What follows belongs to an exercise in optimizing a design on an open flow for small area, a short achievable clock period and few clock cycles per item; a production flow would make more cautious choices. The RTL was checked by simulation tests, not by an equivalence proof against the original design. Power and IR drop assume default switching activity.

==> v29 <==
// krt_top
module krt_top (
   input  wire logic        clock,
   input  wire logic        reset,
   input  wire logic        start,
   input  wire logic [2:0]  req_func,
   input  wire logic [31:0] req_key,
   input  wire logic [15:0] req_year,
   input  wire logic [63:0] req_title,
   input  wire logic [63:0] req_director,
   output logic             busy,
   output logic             rsp_valid,
   output logic [2:0]       rsp_status,
   output logic [3:0]       rsp_position,
   output logic [31:0]      rsp_key,
   output logic [15:0]      rsp_year,
   output logic [63:0]      rsp_title,
   output logic [63:0]      rsp_director,
   output logic [4:0]       rsp_occupancy,
   output logic             rsp_last
);
clock: 8.0 ns
lec_check: 0
cap_margin: 20
core_margin: 2
core_utilization: 40
slew_margin: 20
synth_memory_max_bits: 4096
run.sh (not shown) runs the stock make flow with config.mk's settings and CLKGATE_MAP_FILE= SYNTH_SCRIPT=/design/flow/synth_recipe.tcl, a recipe that flattens the netlist after the stock synthesis.
==> v23: changes against v29 <==
--- a/flow/design.v
+++ b/flow/design.v
@@ -100,107 +100,138 @@
    localparam int unsigned CW = $clog2(D + 1);
    localparam int unsigned RW = krt_pkg::REC_W;
    logic [D-1:0]          vld_ff;
    logic [AW-1:0]         pos_ff [D];
    logic [RW-1:0]         rec_ff [D];    
    logic [CW-1:0]         cnt_ff;
+   logic [AW-1:0]         pos [D];
+   logic                  s1_vld_ff;
+   logic [2:0]            s1_func_ff;
+   krt_pkg::rec_type      s1_rec_ff;
+   logic                  s1_nonpos_ff;
+   logic [D-1:0]          s1_hit_ff;    
+   logic                  s1_eqp_ff;    
+   logic [D-1:0]          ins_ff;       
    logic                  lst_ff;
+   logic                  busy_ff;       
    logic [AW-1:0]         lst_idx_ff;
    logic                  bt_vld_ff;
    logic [2:0]            bt_status_ff;
    logic [3:0]            bt_pos_ff;
    logic [4:0]            bt_occ_ff;
    logic                  bt_last_ff;
-   logic [D-1:0]          bt_sel_ff;
+   logic [D-1:0]          bt_sel_ff;     
+   logic [D-1:0]          bt_new_ff;     
+   logic                  bt_hit_ff;     
    logic                  rsp_vld_ff;
    krt_pkg::rsp_type      rsp_ff;
    logic                  accept;
    krt_pkg::rec_type      req_rec;
    logic                  req_nonpos;
    logic [D-1:0]          hit;
    logic                  any_hit;
    logic [AW-1:0]         hit_pos;
    logic [D-1:0]          free_oh;
+   logic [D-1:0]          free_ff;
+   logic [D-1:0]          free_nxt;
    logic                  full, empty;
    logic                  op_ins, op_lst, op_lku, op_upd, op_rem;
    logic                  ins_ok, rem_ok, sel_tab;
    logic                  lst_go, lst_last;
    logic [AW-1:0]         lst_idx;
    logic [D-1:0]          sel;
+   logic [D-1:0]          nsel;
+   logic [D-1:0]          rd_sel;
    logic [D-1:0]          wr;
    krt_pkg::rec_type      tab_rec;
    krt_pkg::rsp_type      rsp_in;
    logic                  rsp_vld_in;
    logic [CW-1:0]         cnt_in;
-   assign accept     = start && !busy;
-   assign req_rec    = krt_pkg::mk_rec(req_item);
-   assign req_nonpos = req_item.key[31] || (req_item.key == '0);
+   logic [CW-1:0]         cnt_inc, cnt_dec;
+   logic                  cnt_gt1;       
+   logic [D-1:0]          hit0;
+   logic                  eqp0;
+   assign accept = start && !busy;
    always_comb begin
       for (int j = 0; j < D; j++) begin
-         hit[j] = vld_ff[j] && (req_item.key == rec_ff[j][RW-1 -: 32]);
+         hit0[j] = (req_item.key == rec_ff[j][RW-1 -: 32]);
+      end
+   end
+   assign eqp0 = (req_item.key == s1_rec_ff.key);
+   assign req_rec    = s1_rec_ff;
+   assign req_nonpos = s1_nonpos_ff;
+   always_comb begin
+      for (int j = 0; j < D; j++) begin
+         hit[j] = vld_ff[j] && (ins_ff[j] ? s1_eqp_ff : s1_hit_ff[j]);
       end
    end
    assign any_hit = |hit;
    always_comb begin
+      for (int j = 0; j < D; j++) begin
+         pos[j] = pos_ff[j];
+      end
+   end
+   always_comb begin
       hit_pos = '0;
       for (int j = 0; j < D; j++) begin
-         hit_pos = hit_pos | (hit[j] ? pos_ff[j] : '0);
+         hit_pos = hit_pos | (hit[j] ? pos[j] : '0);
       end
    end
    always_comb begin
       logic seen;
-      seen    = 1'b0;
-      free_oh = '0;
+      seen     = 1'b0;
+      free_nxt = '0;
       for (int j = 0; j < D; j++) begin
-         free_oh[j] = !vld_ff[j] && !seen;
-         seen       = seen || !vld_ff[j];
+         free_nxt[j] = !vld_ff[j] && !free_ff[j] && !seen;
+         seen        = seen || (!vld_ff[j] && !free_ff[j]);
       end
    end
+   assign free_oh = free_ff;
    assign full  = (cnt_ff == CW'(D));
    assign empty = (cnt_ff == '0);
-   assign op_ins = accept && (req_item.func == krt_pkg::FN_INSERT);
-   assign op_lst = accept && (req_item.func == krt_pkg::FN_LIST);
-   assign op_lku = accept && (req_item.func == krt_pkg::FN_LOOKUP);
-   assign op_upd = accept && (req_item.func == krt_pkg::FN_UPDATE);
-   assign op_rem = accept && (req_item.func == krt_pkg::FN_REMOVE);
+   assign op_ins = s1_vld_ff && (s1_func_ff == krt_pkg::FN_INSERT);
+   assign op_lst = s1_vld_ff && (s1_func_ff == krt_pkg::FN_LIST);
+   assign op_lku = s1_vld_ff && (s1_func_ff == krt_pkg::FN_LOOKUP);
+   assign op_upd = s1_vld_ff && (s1_func_ff == krt_pkg::FN_UPDATE);
+   assign op_rem = s1_vld_ff && (s1_func_ff == krt_pkg::FN_REMOVE);
    assign ins_ok  = op_ins && !full && !req_nonpos && !any_hit;
    assign rem_ok  = op_rem && any_hit;
    assign sel_tab = (op_ins && !full) || op_lku || op_rem;
    assign lst_go   = lst_ff || (op_lst && !empty);
    assign lst_idx  = lst_ff ? lst_idx_ff : '0;
    assign lst_last = (CW'(lst_idx) == cnt_ff - CW'(1));
    always_comb begin
       for (int j = 0; j < D; j++) begin
-         sel[j] = lst_go ? (vld_ff[j] && (pos_ff[j] == lst_idx))
-                         : (((sel_tab || op_upd) && hit[j]) || (ins_ok && free_oh[j]));
+         sel[j] = lst_go ? (vld_ff[j] && (pos[j] == lst_idx)) : ((sel_tab || op_upd) && hit[j]);
+         nsel[j] = !lst_go && op_ins && !full && !req_nonpos && free_oh[j];
          wr[j]  = (op_ins && free_oh[j]) || (op_upd && hit[j]);
       end
    end
+   assign rd_sel = bt_sel_ff | (bt_hit_ff ? '0 : bt_new_ff);
    always_comb begin
       tab_rec = '0;
       for (int j = 0; j < D; j++) begin
-         tab_rec = tab_rec | (bt_sel_ff[j] ? krt_pkg::rec_type'(rec_ff[j]) : '0);
+         tab_rec = tab_rec | (rd_sel[j] ? krt_pkg::rec_type'(rec_ff[j]) : '0);
       end
    end
-   always_comb begin
-      cnt_in = cnt_ff;
-      if (ins_ok) cnt_in = cnt_ff + CW'(1);
-      if (rem_ok) cnt_in = cnt_ff - CW'(1);
-   end
+   assign cnt_inc = cnt_ff + CW'(1);
+   assign cnt_dec = cnt_ff - CW'(1);
+   assign cnt_in  = ins_ok ? cnt_inc : (rem_ok ? cnt_dec : cnt_ff);
+   assign cnt_gt1 = ins_ok ? (cnt_ff >= CW'(1)) : (rem_ok ? (cnt_ff >= CW'(3)) : (cnt_ff >= CW'(2)));
    always_comb begin
       rsp_vld_in         = 1'b0;
       rsp_in.status      = krt_pkg::STS_OK;
       rsp_in.position    = '0;
       rsp_in.occupancy   = 5'(cnt_in);
       rsp_in.last        = 1'b1;
       if (lst_go) begin
          rsp_vld_in      = 1'b1;
          rsp_in.position = 4'(lst_idx);
          rsp_in.last     = lst_last;
-      end else if (accept) begin
-         case (req_item.func)
+      end else if (s1_vld_ff) begin
+         case (s1_func_ff)
             krt_pkg::FN_INSERT: begin
                rsp_vld_in = 1'b1;
                if (full) begin
                   rsp_in.status = krt_pkg::STS_FULL;
                end else if (req_nonpos) begin
                   rsp_in.status = krt_pkg::STS_NONPOS;
@@ -227,49 +258,72 @@
             end
             default: begin
             end
          endcase
       end
    end
-   assign busy = lst_ff;
+   assign busy = busy_ff;
    always_ff @(posedge clock) begin
       if (reset) begin
          vld_ff     <= '0;
+         free_ff    <= D'(1);
          cnt_ff     <= '0;
+         s1_vld_ff  <= 1'b0;
+         ins_ff     <= '0;
+         busy_ff    <= 1'b0;
          lst_ff     <= 1'b0;
          bt_vld_ff  <= 1'b0;
          rsp_vld_ff <= 1'b0;
       end else begin
          for (int j = 0; j < D; j++) begin
             if (ins_ok && free_oh[j]) begin
                vld_ff[j] <= 1'b1;
             end else if (rem_ok && hit[j]) begin
                vld_ff[j] <= 1'b0;
             end
          end
+         if (ins_ok) begin
+            free_ff <= free_nxt;
+         end else if (rem_ok && full) begin
+            free_ff <= hit;
+         end
          cnt_ff     <= cnt_in;
+         s1_vld_ff  <= accept;
+         if (lst_go && !lst_last) begin
+            busy_ff <= (CW'(lst_idx) + CW'(1) != cnt_dec);
+         end else begin
+            busy_ff <= accept && (req_item.func == krt_pkg::FN_LIST) && cnt_gt1;
+         end
+         ins_ff     <= ins_ok ? free_oh : '0;
          lst_ff     <= lst_go && !lst_last;
          bt_vld_ff  <= rsp_vld_in;
          rsp_vld_ff <= bt_vld_ff;
       end
       for (int j = 0; j < D; j++) begin
-         if (ins_ok && free_oh[j]) begin
+         if (op_ins && free_oh[j]) begin
             pos_ff[j] <= AW'(cnt_ff);
          end else if (rem_ok && (pos_ff[j] > hit_pos)) begin
             pos_ff[j] <= pos_ff[j] - AW'(1);
          end
          if (wr[j]) begin
             rec_ff[j] <= req_rec;
          end
       end
       lst_idx_ff <= lst_idx + AW'(1);
+      s1_func_ff   <= req_item.func;
+      s1_rec_ff    <= krt_pkg::mk_rec(req_item);
+      s1_nonpos_ff <= req_item.key[31] || (req_item.key == '0);
+      s1_hit_ff    <= hit0;
+      s1_eqp_ff    <= eqp0;
       bt_status_ff <= rsp_in.status;
       bt_pos_ff    <= rsp_in.position;
       bt_occ_ff    <= rsp_in.occupancy;
       bt_last_ff   <= rsp_in.last;
       bt_sel_ff    <= sel;
+      bt_new_ff    <= nsel;
+      bt_hit_ff    <= any_hit;
       rsp_ff       <= krt_pkg::mk_rsp(bt_status_ff, bt_pos_ff, tab_rec, bt_occ_ff, bt_last_ff);
    end
    assign rsp_valid = rsp_vld_ff;
    assign rsp_item  = rsp_ff;
 endmodule
 `default_nettype wire
==> flow/config.mk (replaced) <==
export PLATFORM = sky130hd
export DESIGN_NAME = krt_top
export DESIGN_NICKNAME = krt_top
export VERILOG_FILES = /design/flow/design.v
export SDC_FILE = /design/flow/constraint.sdc
export NUM_CORES = 4
export LEC_CHECK = 0
export CAP_MARGIN = 20
export CORE_MARGIN = 2
export CORE_UTILIZATION = 55
export CTS_CLUSTER_DIAMETER = 70
export CTS_CLUSTER_SIZE = 20
export SETUP_SLACK_MARGIN = 4.8
export SLEW_MARGIN = 20
export SYNTH_MEMORY_MAX_BITS = 4096
==> comparison table <==
item	v29	v23
Run status	no timing/DRC/antenna violations	no timing/DRC/antenna violations
Number of gates on the worst path with buffers counted	16	6
Buffer depth of the longest clock path	4	3
Largest driver fanout on the critical path	21	19
Worst slack at placement	1.11 ns	3.52 ns
End point of the critical path	u_krt.pos_ff[13][0]$_DFFE_PP_	u_krt.s1_hit_ff[4]$_DFF_P_
Count of clock-net buffers in the final layout	455	334
First-pass GRT wire length	608,000 µm	579,000 µm
Vias/cell	6.44	6.92
CTS clk-pin slew, worst paths	0.06 ns	0.08 ns
Cell count after placement	10,900	10,200
Internal Pwr Total	0.0269 W	0.0243 W
Sink of the worst hold path	u_krt.rsp_ff[4]$_DFF_P_	u_krt.rsp_ff[3]$_DFF_P_
Final HPWL DP	275,000 µm	227,000 µm
Starting density of the core	40.2%	55.2%
Transition time of the tightest slew-check pin	1.34 ns	1.19 ns
Detailed router's first-iteration violation count	10,100	10,800
Testbench counts of v29, summed over its fixed seeds: cycles 13,305, requests 6,400.
Testbench counts of v23, summed over its fixed seeds: cycles 13,313, requests 6,400.

[static timing again, ports no longer ideal]
The flow's constraints put no driver on any port. The routed layouts listed below were extracted and timed again, unchanged, in two steps.
Step 1: set_driving_cell puts a clkbuf_16 on clock and a buf_2 on each other input, an assumption about the parent block.
Step 2 times the ports against the registers' clock, not the clock port: input delays grow and output delays shrink by t, the midpoint of the rising clock arrivals with the driver on.
Three values: no drivers, after step 1, after step 2; two values: the first two.
run | t (ns) | slack for setup (ns) | hold slack, ns | worst setup path at the end | clock arrival spread, ns
v29 | 0.989 | 1.900 / 1.927 / 0.938 | 0.325 / 0.325 / 0.325 | input to register | 0.070 / 0.070
v23 | 0.959 | 4.672 / 4.746 / 3.787 | 0.331 / 0.331 / 0.331 | input to register | 0.039 / 0.038
After both steps setup and hold are still met in every run listed. The setup slack of v29, which loses most, moves by +0.027 ns with the drivers and by -0.962 ns with both steps.
